Source: an optimization exercise on an open RTL-to-GDS flow (aim: small area). Production flows keep margins and buffers that such runs may drop. The RTL was checked by simulation tests, not by an equivalence proof against the original design. The clock input has no modelled driver; a real chip could not lean on it and would need a root buffer or a full tree.

before:
==> flow/design.v <==
module window_buffer_5x5 #(
  parameter int WIDTH      = 8,
  parameter int IMG_WIDTH  = 64,
  parameter int IMG_HEIGHT = 64
) (
  input  logic             i_clk,
  input  logic             i_rst_n,
  input  logic             i_valid,
  input  logic             i_sof,
  input  logic [WIDTH-1:0] i_pixel,
  output logic [WIDTH-1:0] o_pixel_00, o_pixel_01, o_pixel_02, o_pixel_03, o_pixel_04,
  output logic [WIDTH-1:0] o_pixel_10, o_pixel_11, o_pixel_12, o_pixel_13, o_pixel_14,
  output logic [WIDTH-1:0] o_pixel_20, o_pixel_21, o_pixel_22, o_pixel_23, o_pixel_24,
  output logic [WIDTH-1:0] o_pixel_30, o_pixel_31, o_pixel_32, o_pixel_33, o_pixel_34,
  output logic [WIDTH-1:0] o_pixel_40, o_pixel_41, o_pixel_42, o_pixel_43, o_pixel_44,
  output logic             o_enable_5x5
  ,
  output logic             o_frame_done
);
  localparam int CW    = $clog2(IMG_WIDTH);
  localparam int RW    = $clog2(IMG_HEIGHT);
  localparam int DEPTH = 4 * IMG_WIDTH + 5;
  logic [RW+CW-1:0]             pos_r;
  logic [CW-1:0]                col_s;
  logic [RW-1:0]                row_s;
  logic                         win_en_s, last_s;
  logic [DEPTH-1:0][WIDTH-1:0]  sr_r;    
  logic                         enable_r;
  assign col_s = pos_r[CW-1:0];
  assign row_s = pos_r[RW+CW-1:CW];
  assign win_en_s = i_valid && !i_sof && (row_s >= RW'(4)) && (col_s >= CW'(4));
  assign last_s   = (row_s == RW'(IMG_HEIGHT - 1)) && (col_s == CW'(IMG_WIDTH - 1));
  always_ff @(posedge i_clk or negedge i_rst_n) begin
    if (!i_rst_n) begin
      pos_r    <= '0;
      enable_r <= 1'b0;
    end else begin
      enable_r <= win_en_s;
      if (i_valid) begin
        pos_r <= (i_sof ? '0 : pos_r) + (RW+CW)'(1);
      end
    end
  end
  always_ff @(posedge i_clk) begin
    if (i_valid) begin
      sr_r[DEPTH-2:0] <= {sr_r[DEPTH-3:0], i_pixel};
    end
    sr_r[DEPTH-1] <= sr_r[DEPTH-2];
  end
  logic frame_done_r;
  always_ff @(posedge i_clk or negedge i_rst_n) begin
    if (!i_rst_n) begin
      frame_done_r <= 1'b0;
    end else begin
      frame_done_r <= win_en_s && last_s;
    end
  end
  assign o_frame_done = frame_done_r;
  localparam int L = IMG_WIDTH;
  assign o_enable_5x5 = enable_r;
  assign o_pixel_00 = sr_r[4*L+4];
  assign o_pixel_01 = sr_r[4*L+3];
  assign o_pixel_02 = sr_r[4*L+2];
  assign o_pixel_03 = sr_r[4*L+1];
  assign o_pixel_04 = sr_r[4*L+0];
  assign o_pixel_10 = sr_r[3*L+4];
  assign o_pixel_11 = sr_r[3*L+3];
  assign o_pixel_12 = sr_r[3*L+2];
  assign o_pixel_13 = sr_r[3*L+1];
  assign o_pixel_14 = sr_r[3*L+0];
  assign o_pixel_20 = sr_r[2*L+4];
  assign o_pixel_21 = sr_r[2*L+3];
  assign o_pixel_22 = sr_r[2*L+2];
  assign o_pixel_23 = sr_r[2*L+1];
  assign o_pixel_24 = sr_r[2*L+0];
  assign o_pixel_30 = sr_r[1*L+4];
  assign o_pixel_31 = sr_r[1*L+3];
  assign o_pixel_32 = sr_r[1*L+2];
  assign o_pixel_33 = sr_r[1*L+1];
  assign o_pixel_34 = sr_r[1*L+0];
  assign o_pixel_40 = sr_r[0*L+4];
  assign o_pixel_41 = sr_r[0*L+3];
  assign o_pixel_42 = sr_r[0*L+2];
  assign o_pixel_43 = sr_r[0*L+1];
  assign o_pixel_44 = sr_r[0*L+0];
endmodule
export LEC_CHECK = 0
export CAP_MARGIN = 20
export CORE_MARGIN = 2
export CORE_UTILIZATION = 40
export SLEW_MARGIN = 20
create_clock -name core_clock -period 5.0 [get_ports {i_clk}]
standard.sh (not shown) runs the stock make flow with config.mk's settings and CLKGATE_MAP_FILE= SYNTH_SCRIPT=/design/flow/synth_recipe.tcl, a recipe that flattens the netlist after the stock synthesis.
==> flow/flow/run.sh <==
#!/bin/bash
# Standard ORFS layout (the standard.sh, standard synthesis unchanged) with
# a leaner clock tree: no dummy loads, clkbuf_16 sink clusters of up to 34
# flip-flops, then ORFS's post-CTS hook (flow/inv_clk.tcl) turns the last two
# clock-tree levels into inverter pairs. Port buffers use the smallest buffer.
# Each tool's full output goes to standard.log (and ORFS's own logs/ folder).
set -e
export CTS_ARGS="-sink_clustering_enable -repair_clock_nets -dont_use_dummy_load -sink_clustering_size 34 -sink_clustering_max_diameter 120 -buf_list {sky130_fd_sc_hd__clkbuf_16}"
export POST_CTS_TCL="$PWD/flow/inv_clk.tcl"
export BUFFER_PORTS_ARGS="-buffer_cell sky130_fd_sc_hd__buf_1"
bash standard.sh > standard.log 2>&1
==> flow/flow/inv_clk.tcl <==
# Post-CTS: turn the clock tree's last two buffer levels into inverters
# (two inversions, so the flip-flops still see the clock's rising edge).
set leaf_inv [expr {[info exists ::env(CLK_LEAF_INV)] ? $::env(CLK_LEAF_INV) : "sky130_fd_sc_hd__inv_16"}]
set mid_inv  [expr {[info exists ::env(CLK_MID_INV)] ? $::env(CLK_MID_INV) : "sky130_fd_sc_hd__inv_12"}]
set blk [ord::get_db_block]
proc swap_to_inv {blk name master_name} {
  set inst [$blk findInst $name]
  set a [[$inst findITerm A] getNet]
  set x [[$inst findITerm X] getNet]
  set loc [$inst getLocation]
  set orient [$inst getOrient]
  odb::dbInst_destroy $inst
  set new [odb::dbInst_create $blk [[ord::get_db] findMaster $master_name] $name]
  $new setOrient $orient
  $new setLocation [lindex $loc 0] [lindex $loc 1]
  $new setPlacementStatus PLACED
  [$new findITerm A] connect $a
  [$new findITerm Y] connect $x
}
set leaves {}
set mids {}
foreach c [get_cells clkbuf_leaf_*] { lappend leaves [get_full_name $c] }
foreach c $leaves {
  set drv [get_cells -of_objects [get_pins -of_objects [get_nets -of_objects [get_pins $c/A]] -filter "direction==output"]]
  set mids [lsort -unique [concat $mids [get_full_name $drv]]]
}
set ok 1
foreach m $mids {
  foreach p [get_pins -of_objects [get_nets -of_objects [get_pins $m/X]] -filter "direction==input"] {
    if {![string match "clkbuf_leaf_*" [get_full_name [get_cells -of_objects $p]]]} { set ok 0 }
  }
}
puts "inv_clk: [llength $leaves] leaves, [llength $mids] drivers of leaves, ok=$ok"
if {$ok} {
  foreach c $leaves { swap_to_inv $blk $c $leaf_inv }
  foreach m $mids { swap_to_inv $blk $m $mid_inv }
  global_connect
  detailed_placement
}
## Diff of input files: after against before
--- a/flow/design.v
+++ b/flow/design.v
@@ -38,5 +38,6 @@
       enable_r <= win_en_s;
       if (i_valid) begin
-        pos_r <= (i_sof ? '0 : pos_r) + (RW+CW)'(1);
+        pos_r[CW-1:0] <= (i_sof ? CW'(0) : col_s) + CW'(1);
+        pos_r[RW+CW-1:CW] <= i_sof ? RW'(0) : row_s + RW'(&col_s);
       end
     end
after: done, clean on timing, DRC and antenna
There was hardly any difference in detailed-route wire length per cell between before and after.
after vs. before: aggregate global-route resource usage closely matched the old numbers, count of mapped cells out of synthesis closely matched the old numbers, wire length reported by the detailed router closely matched the old numbers, fmax decreased by about 2% relative to the old numbers, post-synthesis share of cell area spent on xor and xnor gates closely matched the old numbers.
Diff before..after | multiplexer area fraction after synthesis | negligible
Diff before -> after: worst setup slack down 52 ps, average cell area after synthesis flat, worst hold slack down 18 ps, register-to-register slack down 180 ps.
In every run of this note, the design's own scripts or RTL, not TritonCTS, make the clock network.

## static timing again, ports no longer ideal
How much do the figures lean on ideal ports? The routed layouts below were timed once more, with nothing changed but the port constraints.
Step 1, drivers: a clkbuf_16 drives i_clk and a buf_2 each remaining input, both assumed.
Step 2 times the ports against the registers' clock, not the clock port: input delays grow and output delays shrink by t, the midpoint of the rising clock arrivals with the driver on.
Three values: ideal ports, drivers, drivers and shift; two values: the first two.
run | shift t [ns] | slack for setup (ns) | worst setup path after step 2 | worst register clock-pin slew, ns | cell pins on the clock port's net
before | 0.739 | 2.538 / 2.469 / 1.957 | input to register | 0.12 / 0.12 | 1
after | 0.748 | 2.486 / 2.418 / 2.081 | input to register | 0.12 / 0.12 | 1
After both steps every run listed still meets setup and hold. The setup slack of before, which loses most, moves by -0.069 ns with the drivers and by -0.581 ns with both steps.
